This is an optimization exercise on Yosys and OpenROAD, whose aim is small area, a short achievable clock period and few clock cycles per item, not a production implementation.
At most, simulation tests tie the RTL to the original design; equivalence was not proved.

Setup of build 46:
Design sha_256_stream_core, start of the top module:
module sha_256_stream_core #(
  parameter int ROUNDS_PER_CYCLE = 1,
  parameter bit ENABLE_SHA224 = 1
) (
  input  logic         clk,
  input  logic         rst,
  input  logic         ena,
  input  logic [511:0] input_data,
  input  logic         input_valid,
  input  logic         input_first,
  input  logic         input_last,
  input  logic         mode_224,
  output logic         input_ready,
  output logic [255:0] output_hash,
  output logic         output_valid,
  input  logic         output_ready
);
For scale: about 5600 cells after synthesis, ~780 I/O pins, roughly 56000 sq um of cells after synthesis.
==> flow/config.mk <==
export PLATFORM = sky130hd
export DESIGN_NAME = sha_256_stream_core
export DESIGN_NICKNAME = sha_256_stream_core
export VERILOG_FILES = /design/flow/design.v
export SDC_FILE = /design/flow/constraint.sdc
export NUM_CORES = 4
export LEC_CHECK = 0
export CAP_MARGIN = 20
export CORE_MARGIN = 2
export CORE_UTILIZATION = 55
export CTS_BUF_LIST = sky130_fd_sc_hd__clkbuf_8
export CTS_CLUSTER_SIZE = 24
export SETUP_SLACK_MARGIN = 5
export SLEW_MARGIN = 20
==> flow/constraint.sdc <==
create_clock -name core_clock -period 9.5 [get_ports {clk}]
set_input_delay 1.9000 -clock core_clock [delete_from_list [all_inputs] [get_ports {clk}]]
set_output_delay 1.9000 -clock core_clock [all_outputs]
set_load 0.01 [all_outputs]
standard.sh (not shown) runs the stock make flow with config.mk's settings and CLKGATE_MAP_FILE= SYNTH_SCRIPT=/design/flow/synth_recipe.tcl, a recipe that flattens the netlist after the stock synthesis.
==> flow/flow/run.sh <==
#!/bin/bash
# The standard layout (standard synthesis, floorplan, placement, CTS, routing), except that
# the input and output ports are buffered with sky130_fd_sc_hd__buf_1 instead of the delay
# buffer buffer_ports picks by default.
set -euo pipefail
bash standard.sh "BUFFER_PORTS_ARGS=-buffer_cell sky130_fd_sc_hd__buf_1" finish > orfs_make.log 2>&1
[inputs] trial 76 vs build 46
# build 46
export LEC_CHECK = 0
export CAP_MARGIN = 20
export CORE_MARGIN = 2
export CORE_UTILIZATION = 55
export CTS_BUF_LIST = sky130_fd_sc_hd__clkbuf_8
export CTS_CLUSTER_SIZE = 24
export SETUP_SLACK_MARGIN = 5
export SLEW_MARGIN = 20
create_clock -name core_clock -period 9.5 [get_ports {clk}]
# trial 76
export LEC_CHECK = 0
export CAP_MARGIN = 20
export CORE_MARGIN = 2
export CORE_UTILIZATION = 55
export SETUP_SLACK_MARGIN = 5
export SLEW_MARGIN = 20
create_clock -name core_clock -period 9.5 [get_ports {clk}]
## What came out
Trial 76 reached the final stage; the timing, DRC and antenna checks on its layout passed.
In trial 76 the utilization turned out 0.22 points higher than in build 46.
Per the comparison of trial 76 with build 46, global routing usage on met3 fell 2.5 points, global-route usage about even, final critical-path setup slack rose 62 ps, sum of routed wire length over all layers rose 1.1%.
No run of this note included a check of the RTL's function; only the layout flow was run.


job 5054:
Another version of the RTL of sha_256_stream_core (not shown whole).
For scale: roughly 6100 cells after synthesis, about 780 I/O pins.
Settings: LEC_CHECK=0, CAP_MARGIN=20, CORE_MARGIN=2, CORE_UTILIZATION=55, SETUP_SLACK_MARGIN=5, SLEW_MARGIN=20, SYNTH_HIERARCHICAL=1; clock period 9.5 ns.
==> flow/flow/run.sh <==
#!/bin/bash
# The standard layout (standard synthesis, floorplan, placement, CTS, routing), except that
# the input and output ports are buffered with sky130_fd_sc_hd__buf_1 instead of the delay
# buffer buffer_ports picks by default, and timing repair aims at a 6 ns setup margin.
set -euo pipefail
bash standard.sh "BUFFER_PORTS_ARGS=-buffer_cell sky130_fd_sc_hd__buf_1" SETUP_SLACK_MARGIN=6 finish > orfs_make.log 2>&1
Testbench counts of job 5054, summed over its fixed seeds: cycles 39,942, blocks 614.
[inputs] job 1139 vs job 5054
==> flow/flow/run.sh <==
#!/bin/bash
# The standard layout (standard synthesis, floorplan, placement, CTS, routing), except that
# the input and output ports are buffered with sky130_fd_sc_hd__buf_1 instead of the delay
# buffer buffer_ports picks by default.
set -euo pipefail
bash standard.sh "BUFFER_PORTS_ARGS=-buffer_cell sky130_fd_sc_hd__buf_1" finish > orfs_make.log 2>&1
### Flow results
In job 1139 the count of placed standard cells in the final layout, fillers left out turned out about 2% lower than in job 5054. Diff job 5054 -> job 1139 | utilization after layout | decrease of 4.4 points. Average routed wire per standard cell in job 1139 is 3.6 µm lower than in job 5054. Of job 1139 and job 5054, the run reporting the lower layout-stage area growth over the synthesis result was job 1139. Worst setup slack, job 1139 and job 5054: higher on job 1139. Delta(number of clock buffer instances in the layout, job 1139 - job 5054) < 0.


Setup of JK:
sha_256_stream_core, a different RTL version from the one above (not shown whole).
Size: roughly 6,100 cells after synthesis, roughly 1,100 flip-flops, roughly 0.058 mm² of cells after synthesis.
clock: 9.5 ns
lec_check: 0
cap_margin: 20
core_margin: 2
core_utilization: 55
cts_cluster_diameter: 90
cts_cluster_size: 25
place_density: 0.75
setup_slack_margin: 5
slew_margin: 20
synth_hierarchical: 1
==> flow/flow/run.sh <==
#!/bin/bash
# The standard layout (standard synthesis, floorplan, placement, CTS, routing), except that
# the input and output ports are buffered with sky130_fd_sc_hd__buf_1 instead of the delay
# buffer buffer_ports picks by default.
set -euo pipefail
bash standard.sh "BUFFER_PORTS_ARGS=-buffer_cell sky130_fd_sc_hd__buf_1" finish > orfs_make.log 2>&1
Testbench counts of JK, summed over its fixed seeds: cycles 39,942, blocks 614.
Relative to JK, the following input files were edited for MS:
- changing CORE_UTILIZATION from 55 to 60
- removing PLACE_DENSITY (formerly 0.75)
- setting GPL_ROUTABILITY_DRIVEN to 0 for the first time
--- outcome ---
[compare] base=JK new=MS: detailed-routed wire length on met3 decreased by 6.8% relative to the old numbers; all-layer global routing usage increased by 0.74 points relative to the old numbers; routed length on met2 decreased by 8.1% relative to the old numbers; layout overhead on the synthesized area decreased by 1.0 points relative to the old numbers; global routing usage on met3 increased by 4.3 points relative to the old numbers. NOTE total cell area at the placement stage JK->MS decreased slightly. MS: number of antenna violations at the first check in global routing 27 above JK. Summary of the comparison: design area is lower in MS, relative to JK. Relative to JK, the routed wire length of MS is lower by 7.5%.
Inputs modified between MS and AL:
- a deleted GPL_ROUTABILITY_DRIVEN that had been 0
- a deleted CTS_CLUSTER_DIAMETER that had been 90
- a deleted CTS_CLUSTER_SIZE that had been 25
- a change of CORE_UTILIZATION from 60 to 55
Results
AL completed; timing, DRC and antenna clean. Worst setup path endpoint: e[29]$_DFF_P_ -> AL, e[30]$_DFF_P_ -> MS. Delta(wire length, AL - MS) > 0. Going from MS to AL, number of non-filler instances in the completed layout grows by 233. AL ended up with o2111ai_1 as its slowest cell on the critical path; MS ended up with dfxtp_1. Taking MS as the reference, in AL worst hold slack decreased 18 ps.


== exp/sierra ==
Starting RTL as in the previous note.
==> flow/design.v (excerpt) <==
module sha_256_stream_core #(
  parameter int ROUNDS_PER_CYCLE = 1,
  parameter bit ENABLE_SHA224 = 1
) (
  input  logic         clk,
  input  logic         rst,
  input  logic         ena,
  input  logic [511:0] input_data,
  input  logic         input_valid,
  input  logic         input_first,
  input  logic         input_last,
  input  logic         mode_224,
  output logic         input_ready,
  output logic [255:0] output_hash,
  output logic         output_valid,
  input  logic         output_ready
);
  localparam logic [255:0] IV256 = 256'h6a09e667_bb67ae85_3c6ef372_a54ff53a_510e527f_9b05688c_1f83d9ab_5be0cd19;
  localparam logic [255:0] IV224 = 256'hc1059ed8_367cd507_3070dd17_f70e5939_ffc00b31_68581511_64f98fa7_befa4fa4;
  function automatic logic [31:0] kc(input logic [5:0] i);
    case (i)
      6'd0: kc = 32'h428a2f98;
      6'd1: kc = 32'h71374491;
      6'd2: kc = 32'hb5c0fbcf;
      6'd3: kc = 32'he9b5dba5;
      6'd4: kc = 32'h3956c25b;
      6'd5: kc = 32'h59f111f1;
      6'd6: kc = 32'h923f82a4;
      6'd7: kc = 32'hab1c5ed5;
      6'd8: kc = 32'hd807aa98;
      6'd9: kc = 32'h12835b01;
      6'd10: kc = 32'h243185be;
      6'd11: kc = 32'h550c7dc3;
      6'd12: kc = 32'h72be5d74;
  ...
==> flow/config.mk <==
export PLATFORM = sky130hd
export DESIGN_NAME = sha_256_stream_core
export DESIGN_NICKNAME = sha_256_stream_core
export VERILOG_FILES = /design/flow/design.v
export SDC_FILE = /design/flow/constraint.sdc
export NUM_CORES = 4
export LEC_CHECK = 0
export CAP_MARGIN = 20
export CORE_MARGIN = 2
export CORE_UTILIZATION = 60
export CTS_CLUSTER_DIAMETER = 90
export CTS_CLUSTER_SIZE = 25
export SETUP_SLACK_MARGIN = 5
export SLEW_MARGIN = 20
export SYNTH_HIERARCHICAL = 1
==> flow/constraint.sdc <==
create_clock -name core_clock -period 9.5 [get_ports {clk}]
set_input_delay 1.9000 -clock core_clock [delete_from_list [all_inputs] [get_ports {clk}]]
set_output_delay 1.9000 -clock core_clock [all_outputs]
set_load 0.01 [all_outputs]
Scripts as last shown in full above: flow/flow/run.sh
Testbench counts of exp/sierra, summed over its fixed seeds: cycles 39,942, blocks 614.
Here is what was changed in the inputs of exp/indigo compared with exp/sierra.
Settings: swapping 60 for 55 in CORE_UTILIZATION.
==> flow/run.sh (new file) <==
#!/bin/bash
# synth_recipe.tcl (not shown) runs the flow's synth.tcl, then flattens the netlist and writes it again
# the make line also repeats each setting of config.mk as NAME=value (left out here)
make -C /OpenROAD-flow-scripts/flow DESIGN_CONFIG=/design/flow/config.mk WORK_HOME=/design/flow/orfs CLKGATE_MAP_FILE= SYNTH_SCRIPT=/design/flow/synth_recipe.tcl finish
removed: flow/flow/run.sh
removed: flow/standard.sh
Findings:
- exp/indigo finished end to end and its layout was clean on timing, DRC and antenna.
- Taking exp/sierra as the reference, in exp/indigo total number of cells along the worst setup path now sits higher; final standard cell area without fillers went up 5000 sq um; pin count of the biggest net entering global routing went up.
- Against exp/sierra, exp/indigo reports a relative area of non-clock buffer cells in the final design that is higher.
Edits applied to the flow inputs when going from exp/indigo to exp/xenon:
Settings: putting GPL_ROUTABILITY_DRIVEN at 0 where nothing was set.
==> results.txt <==
exp/xenon improves on exp/indigo in final cell area excluding filler cells. Run comparison: exp/indigo worst-path cell with the longest stage delay dfxtp_4; exp/xenon worst-path cell with the longest stage delay dfxtp_2. On final critical-path share of the clock period, the lower figure sits with exp/indigo, not exp/xenon. Global-route usage for exp/xenon: 3.4 points down relative to exp/indigo. Changes observed in exp/xenon relative to exp/indigo: final-layout non-clock buffer area share fell by 0.39 points; quantity of gates resized following cts -about 16%.
Here is what was changed in the inputs of exp/lagoon compared with exp/xenon.
Settings: GPL_ROUTABILITY_DRIVEN: 0 -> unset.
==> flow/flow/run.sh (new file) <==
#!/bin/bash
# The standard layout (standard synthesis, floorplan, placement, CTS, routing), except that
# the input and output ports are buffered with sky130_fd_sc_hd__buf_1 instead of the delay
# buffer buffer_ports picks by default, and timing repair aims at a 5.4 ns setup margin.
set -euo pipefail
bash standard.sh "BUFFER_PORTS_ARGS=-buffer_cell sky130_fd_sc_hd__buf_1" SETUP_SLACK_MARGIN=5.4 finish > orfs_make.log 2>&1
==> flow/standard.sh (new file) <==
#!/bin/bash
# synth_recipe.tcl (not shown) runs the flow's synth.tcl, then flattens the netlist and writes it again
# the make line also repeats each setting of config.mk as NAME=value (left out here)
make -C /OpenROAD-flow-scripts/flow DESIGN_CONFIG=/design/flow/config.mk WORK_HOME=/design/flow/orfs CLKGATE_MAP_FILE= SYNTH_SCRIPT=/design/flow/synth_recipe.tcl "${@:-finish}"
removed: flow/run.sh
--- outcome ---
[compare] base=exp/xenon new=exp/lagoon: wire length after detailed routing now larger, fraction of area in clock buffers and inverters level. Between exp/xenon and exp/lagoon, relative area change from synthesis to final layout is higher for exp/xenon, exp/lagoon comes in under that. exp/lagoon vs. exp/xenon: first-pass GRT wire length went up by 8.3%. Looking at origin of the worst setup path, the e[30] result is from exp/lagoon; the ivs[6] one comes from exp/xenon. Compared with exp/xenon, exp/lagoon ends up with a smaller final cell area. Re post-detailed-route count of antenna-violating nets: no difference whatsoever between exp/xenon and exp/lagoon. Per the comparison of exp/lagoon with exp/xenon, worst reg2reg path depth grew by 7; max-cap check violation count held steady. Having completed the whole flow, exp/lagoon delivered a layout that passed the timing, DRC and antenna checks.
Modified inputs, exp/maple compared to exp/lagoon
Settings: CTS_CLUSTER_DIAMETER no longer set, was 90; CTS_CLUSTER_SIZE no longer set, was 25.
==> flow/run.sh (new file) <==
#!/bin/bash
# synth_recipe.tcl (not shown) runs the flow's synth.tcl, then flattens the netlist and writes it again
# the make line also repeats each setting of config.mk as NAME=value (left out here)
make -C /OpenROAD-flow-scripts/flow DESIGN_CONFIG=/design/flow/config.mk WORK_HOME=/design/flow/orfs CLKGATE_MAP_FILE= SYNTH_SCRIPT=/design/flow/synth_recipe.tcl finish
removed: flow/flow/run.sh
removed: flow/standard.sh
==> comparison <==
- Looking at the reports, exp/maple completed the entire flow and the layout it produced met the timing, DRC and antenna checks.
- Summed area of non-filler cells in the final layout in exp/maple vs exp/lagoon: up about 5.4%
- Critical-path cell with the highest stage delay: xnor2_4 -> exp/lagoon, nor3_4 -> exp/maple
- The worst slew margin relative to its limit of exp/maple falls short of that of exp/lagoon by 4.1 points.
- NOTE antenna diode count exp/lagoon->exp/maple decreased by more than a quarter
- Higher met1 wire length was reported by exp/lagoon, not exp/maple.
- | final worst clock skew | lower: exp/maple |
- Signed area change from the synthesized netlist to the final layout (exp/maple over exp/lagoon): increase, 6.4 points
Edits applied to the flow inputs when going from exp/maple to exp/violet:
Settings: CTS_CLUSTER_SIZE newly set to 25; CTS_CLUSTER_DIAMETER newly set to 90.
==> flow/flow/run.sh (new file) <==
#!/bin/bash
# The standard layout (standard synthesis, floorplan, placement, CTS, routing), except that
# the input and output ports are buffered with sky130_fd_sc_hd__buf_1 instead of the delay
# buffer buffer_ports picks by default.
set -euo pipefail
bash standard.sh "BUFFER_PORTS_ARGS=-buffer_cell sky130_fd_sc_hd__buf_1" finish > orfs_make.log 2>&1
==> flow/standard.sh (new file) <==
#!/bin/bash
# synth_recipe.tcl (not shown) runs the flow's synth.tcl, then flattens the netlist and writes it again
# the make line also repeats each setting of config.mk as NAME=value (left out here)
make -C /OpenROAD-flow-scripts/flow DESIGN_CONFIG=/design/flow/config.mk WORK_HOME=/design/flow/orfs CLKGATE_MAP_FILE= SYNTH_SCRIPT=/design/flow/synth_recipe.tcl "${@:-finish}"
removed: flow/run.sh
Findings:
exp/violet has count of cells resized by post-cts repair above what exp/maple had.
For the worst setup slack, exp/violet came in 190 ps higher than exp/maple did.
exp/violet vs. exp/maple: worst slack on hold paths now larger.


The RTL this note starts from:
==> flow/design.v <==
module sha_256_stream_core #(
  parameter int ROUNDS_PER_CYCLE = 1,
  parameter bit ENABLE_SHA224 = 1
) (
  input  logic         clk,
  input  logic         rst,
  input  logic         ena,
  input  logic [511:0] input_data,
  input  logic         input_valid,
  input  logic         input_first,
  input  logic         input_last,
  input  logic         mode_224,
  output logic         input_ready,
  output logic [255:0] output_hash,
  output logic         output_valid,
  input  logic         output_ready
);
  localparam logic [255:0] IV256 = 256'h6a09e667_bb67ae85_3c6ef372_a54ff53a_510e527f_9b05688c_1f83d9ab_5be0cd19;
  localparam logic [255:0] IV224 = 256'hc1059ed8_367cd507_3070dd17_f70e5939_ffc00b31_68581511_64f98fa7_befa4fa4;
  function automatic logic [31:0] kc(input logic [5:0] i);
    case (i)
      6'd0: kc = 32'h428a2f98;
      6'd1: kc = 32'h71374491;
      6'd2: kc = 32'hb5c0fbcf;
      6'd3: kc = 32'he9b5dba5;
      6'd4: kc = 32'h3956c25b;
      6'd5: kc = 32'h59f111f1;
      6'd6: kc = 32'h923f82a4;
      6'd7: kc = 32'hab1c5ed5;
      6'd8: kc = 32'hd807aa98;
      6'd9: kc = 32'h12835b01;
      6'd10: kc = 32'h243185be;
      6'd11: kc = 32'h550c7dc3;
      6'd12: kc = 32'h72be5d74;
      6'd13: kc = 32'h80deb1fe;
      6'd14: kc = 32'h9bdc06a7;
      6'd15: kc = 32'hc19bf174;
      6'd16: kc = 32'he49b69c1;
      6'd17: kc = 32'hefbe4786;
      6'd18: kc = 32'h0fc19dc6;
      6'd19: kc = 32'h240ca1cc;
      6'd20: kc = 32'h2de92c6f;
      6'd21: kc = 32'h4a7484aa;
      6'd22: kc = 32'h5cb0a9dc;
      6'd23: kc = 32'h76f988da;
      6'd24: kc = 32'h983e5152;
      6'd25: kc = 32'ha831c66d;
      6'd26: kc = 32'hb00327c8;
      6'd27: kc = 32'hbf597fc7;
      6'd28: kc = 32'hc6e00bf3;
      6'd29: kc = 32'hd5a79147;
      6'd30: kc = 32'h06ca6351;
      6'd31: kc = 32'h14292967;
      6'd32: kc = 32'h27b70a85;
      6'd33: kc = 32'h2e1b2138;
      6'd34: kc = 32'h4d2c6dfc;
      6'd35: kc = 32'h53380d13;
      6'd36: kc = 32'h650a7354;
      6'd37: kc = 32'h766a0abb;
      6'd38: kc = 32'h81c2c92e;
      6'd39: kc = 32'h92722c85;
      6'd40: kc = 32'ha2bfe8a1;
      6'd41: kc = 32'ha81a664b;
      6'd42: kc = 32'hc24b8b70;
      6'd43: kc = 32'hc76c51a3;
      6'd44: kc = 32'hd192e819;
      6'd45: kc = 32'hd6990624;
      6'd46: kc = 32'hf40e3585;
      6'd47: kc = 32'h106aa070;
      6'd48: kc = 32'h19a4c116;
      6'd49: kc = 32'h1e376c08;
      6'd50: kc = 32'h2748774c;
      6'd51: kc = 32'h34b0bcb5;
      6'd52: kc = 32'h391c0cb3;
      6'd53: kc = 32'h4ed8aa4a;
      6'd54: kc = 32'h5b9cca4f;
      6'd55: kc = 32'h682e6ff3;
      6'd56: kc = 32'h748f82ee;
      6'd57: kc = 32'h78a5636f;
      6'd58: kc = 32'h84c87814;
      6'd59: kc = 32'h8cc70208;
      6'd60: kc = 32'h90befffa;
      6'd61: kc = 32'ha4506ceb;
      6'd62: kc = 32'hbef9a3f7;
      6'd63: kc = 32'hc67178f2;
      default: kc = 32'h0;
    endcase
  endfunction
  function automatic logic [31:0] ivw(input logic m, input logic [2:0] i);
    case ({m, i})
      4'd0: ivw = 32'h6a09e667;
      4'd1: ivw = 32'hbb67ae85;
      4'd2: ivw = 32'h3c6ef372;
      4'd3: ivw = 32'ha54ff53a;
      4'd4: ivw = 32'h510e527f;
      4'd5: ivw = 32'h9b05688c;
      4'd6: ivw = 32'h1f83d9ab;
      4'd7: ivw = 32'h5be0cd19;
      4'd8: ivw = 32'hc1059ed8;
      4'd9: ivw = 32'h367cd507;
      4'd10: ivw = 32'h3070dd17;
      4'd11: ivw = 32'hf70e5939;
      4'd12: ivw = 32'hffc00b31;
      4'd13: ivw = 32'h68581511;
      4'd14: ivw = 32'h64f98fa7;
      4'd15: ivw = 32'hbefa4fa4;
      default: ivw = 32'h0;
    endcase
  endfunction
  function automatic logic [31:0] ror(input logic [31:0] x, input int n);
    ror = (x >> n) | (x << (32 - n));
  endfunction
  function automatic logic [31:0] maj(input logic [31:0] x, input logic [31:0] y, input logic [31:0] z);
    maj = (x & y) | (x & z) | (y & z);
  endfunction
  logic [6:0] t;
  logic busy;           
  logic cmt;            
  logic ld;             
  logic nb;             
  logic nfirst, nmode, nlast;
  logic cfirst, clast;  
  logic mmode;          
  logic omode;          
  logic inph;           
  logic [3:0] wi;       
  logic rdy, ov;
  logic dpend;          
  logic push, ov_next;
  logic [31:0] kk;      
  logic [1:0] fk;       
  logic [31:0] a, b, c, d, e, f, g, p;    
  logic [0:15][31:0] w;                   
  logic [0:3][31:0] ha, he, han, hen;     
  assign input_ready = rdy;
  assign output_valid = ov;
  assign output_hash = {ha[0], ha[1], ha[2], ha[3], he[0], he[1], he[2], omode ? 32'h0 : he[3]};
  assign push = cmt;
  logic dset;
  assign dset = (push && ld && clast || dpend) && (!rdy || ena);
  assign ov_next = dset || ov && !(ena && output_ready);
  logic [31:0] xa, xe, suma, sume;
  assign xa = cfirst ? ivw(mmode, {1'b0, fk}) : ha[3];
  assign xe = cfirst ? ivw(mmode, {1'b1, fk}) : he[3];
  assign suma = xa + a;
  assign sume = xe + e;
  assign han = push ? {suma, ha[0], ha[1], ha[2]} : ha;
  assign hen = push ? {sume, he[0], he[1], he[2]} : he;
  logic [31:0] s0, s1, ch, mj, u_s, u_c, e_s, e_c, x_s, x_c, y_s, y_c, na, ne;
  assign s1 = ror(e, 6) ^ ror(e, 11) ^ ror(e, 25);
  assign ch = (e & f) ^ (~e & g);
  assign s0 = ror(a, 2) ^ ror(a, 13) ^ ror(a, 22);
  assign mj = maj(a, b, c);
  assign u_s = p ^ s1 ^ ch;
  assign u_c = {maj(p, s1, ch), 1'b0};
  assign e_s = d ^ u_s ^ u_c;
  assign e_c = {maj(d, u_s, u_c), 1'b0};
  assign x_s = u_s ^ u_c ^ s0;
  assign x_c = {maj(u_s, u_c, s0), 1'b0};
  assign y_s = x_s ^ x_c ^ mj;
  assign y_c = {maj(x_s, x_c, mj), 1'b0};
  assign ne = e_s + e_c;
  assign na = y_s + y_c;
  logic [31:0] gop, cop, p_s, p_c;
  logic [5:0] ki;
  assign ki = t == 7'd63 ? 6'd0 : t == 7'd64 ? 6'd1 : 6'(t + 7'd2);
  assign gop = !ld ? g : nfirst ? ivw(nmode, 3'd7) : hen[3];
  assign cop = nfirst ? ivw(nmode, 3'd3) : han[3];
  assign p_s = gop ^ kk ^ w[15];
  assign p_c = {maj(gop, kk, w[15]), 1'b0};
  logic [31:0] sg0, sg1, w_s, w_c, v_s, v_c, wn, win;
  assign sg0 = ror(w[1], 7) ^ ror(w[1], 18) ^ (w[1] >> 3);
  assign sg1 = ror(w[14], 17) ^ ror(w[14], 19) ^ (w[14] >> 10);
  assign w_s = sg1 ^ w[9] ^ sg0;
  assign w_c = {maj(sg1, w[9], sg0), 1'b0};
  assign v_s = w_s ^ w_c ^ w[0];
  assign v_c = {maj(w_s, w_c, w[0]), 1'b0};
  assign win = input_data[511 - 32 * wi -: 32];
  assign wn = inph ? win : v_s + v_c;
  always_ff @(posedge clk) begin
    w <= {w[1:15], wn};
    p <= p_s + p_c;
    b <= ld ? (nfirst ? ivw(nmode, 3'd1) : han[1]) : a;
    c <= ld ? (nfirst ? ivw(nmode, 3'd2) : han[2]) : b;
    d <= ld ? cop : c;
    f <= ld ? (nfirst ? ivw(nmode, 3'd5) : hen[1]) : e;
    g <= ld ? (nfirst ? ivw(nmode, 3'd6) : hen[2]) : f;
    a <= ld ? (nfirst ? ivw(nmode, 3'd0) : han[0]) : na;
    e <= ld ? (nfirst ? ivw(nmode, 3'd4) : hen[0]) : ne;
    ha <= han;
    he <= hen;
  end
  always_ff @(posedge clk) begin
    if (rst) begin
      t <= 7'd62;
      busy <= 1'b0;
      cmt <= 1'b0;
      ld <= 1'b0;
      nb <= 1'b0;
      rdy <= 1'b0;
      ov <= 1'b0;
      dpend <= 1'b0;
      inph <= 1'b0;
    end else begin
      ov <= ov_next;
      dpend <= (push && ld && clast || dpend) && !dset;
      ld <= t == 7'd63;
      if (ena && rdy) rdy <= 1'b0;
      if (t == 7'd60) begin
        cmt <= busy && !ov_next;
        if (busy && !ov_next) rdy <= 1'b1;
      end else if (ld) begin
        cmt <= 1'b0;
      end
      if (t == 7'd61 && !cmt) begin
        busy <= 1'b0;
        t <= 7'd62;
      end else if (t == 7'd62) begin
        if (busy || (input_valid && !rdy)) begin
          t <= 7'd63;
          inph <= 1'b1;
        end
      end else if (t == 7'd63) begin
        t <= 7'd64;
        nb <= input_valid && !rdy;
      end else if (ld) begin
        busy <= nb;
        t <= nb ? 7'd0 : 7'd62;
        if (!nb) inph <= 1'b0;
      end else begin
        t <= t + 7'd1;
        if (t == 7'd13) inph <= 1'b0;
      end
    end
  end
  always_ff @(posedge clk) begin
    wi <= t == 7'd62 ? 4'd0 : wi + 4'd1;
    kk <= kc(ki);
    fk <= t == 7'd60 ? 2'd3 : fk - 2'd1;
    if (t == 7'd63) begin
      nfirst <= input_first;
      nmode <= mode_224;
      nlast <= input_last;
    end
    if (ld) begin
      if (push && clast) omode <= mmode;
      if (nb) begin
        cfirst <= nfirst;
        clast <= nlast;
        if (nfirst) mmode <= ENABLE_SHA224 && nmode;
      end
    end
  end
endmodule
make LEC_CHECK=0 CAP_MARGIN=20 CORE_MARGIN=2 CORE_UTILIZATION=40 SETUP_SLACK_MARGIN=5 SLEW_MARGIN=20 finish   # period 9.5 ns
run.sh (not shown) runs the stock make flow with config.mk's settings and CLKGATE_MAP_FILE= SYNTH_SCRIPT=/design/flow/synth_recipe.tcl, a recipe that flattens the netlist after the stock synthesis.
Stock flow here: none of the scripts above is used.
The first run passed the timing, DRC and antenna checks.
Next try:
--- a/flow/config.mk
+++ b/flow/config.mk
@@ -8,5 +8,5 @@
 export CAP_MARGIN = 20
 export CORE_MARGIN = 2
-export CORE_UTILIZATION = 40
+export CORE_UTILIZATION = 55
 export SETUP_SLACK_MARGIN = 5
 export SLEW_MARGIN = 20
What happened: The changed run finished with timing, DRC and antenna clean; global-route usage grows by 12 points; synthesized area does not change; hold slack gets worse by 35 ps; core utilization grows by 19 points; clock skew grows by 18 ps; die area shrinks by about 27%; critical path depth shrinks by 1; cell area shrinks by about 0.4%.
No run of this note included a check of the RTL's function; only the layout flow was run.

[re-timing with driven ports]
The flow's constraints put no driver on any port. The routed layouts listed below were extracted and timed again, unchanged, in two steps. Step 1 assumes that a clkbuf_16 drives the clock port and a buf_2 every other input. Step 2 moves the port delays by t, midway between the first and last clock arrival at a register: inputs arrive t later, outputs are due t later. That takes back most of the time a late clock gives input paths. a / b / c = ideal / step 1 / step 2; a / b = the first two.
| run | t (ns) | setup WS [ns] | worst setup path at the end |
|---|---|---|---|
| build 46 | 0.955 | 4.474 / 4.474 / 4.474 | register to register |
| trial 76 | 0.800 | 4.535 / 4.535 / 4.535 | register to register |
| job 5054 | 0.804 | 4.699 / 4.699 / 4.699 | register to register |
| job 1139 | 0.782 | 4.835 / 4.835 / 4.835 | register to register |
| JK | 0.774 | 4.808 / 4.808 / 4.808 | register to register |
| MS | 0.758 | 4.905 / 4.905 / 4.905 | register to register |
| AL | 0.794 | 4.936 / 4.936 / 4.936 | register to register |
| exp/sierra | 0.794 | 4.880 / 4.880 / 4.880 | register to register |
| exp/indigo | 0.781 | 4.919 / 4.870 / 4.793 | input to register |
| exp/xenon | 0.790 | 4.855 / 4.855 / 4.779 | input to register |
| exp/lagoon | 0.774 | 4.938 / 4.938 / 4.938 | register to register |
| exp/maple | 0.822 | 4.783 / 4.783 / 4.783 | register to register |
| exp/violet | 0.791 | 4.976 / 4.976 / 4.976 | register to register |
| the first run of note 5 | 0.834 | 4.576 / 4.576 / 4.576 | register to register |
| the second run of note 5 | 0.789 | 4.737 / 4.737 / 4.575 | input to register |
After both steps every run listed still meets setup and hold. For the second run of note 5, which loses most, drivers alone change the setup slack by 0.000 ns; drivers and shift together by -0.162 ns.
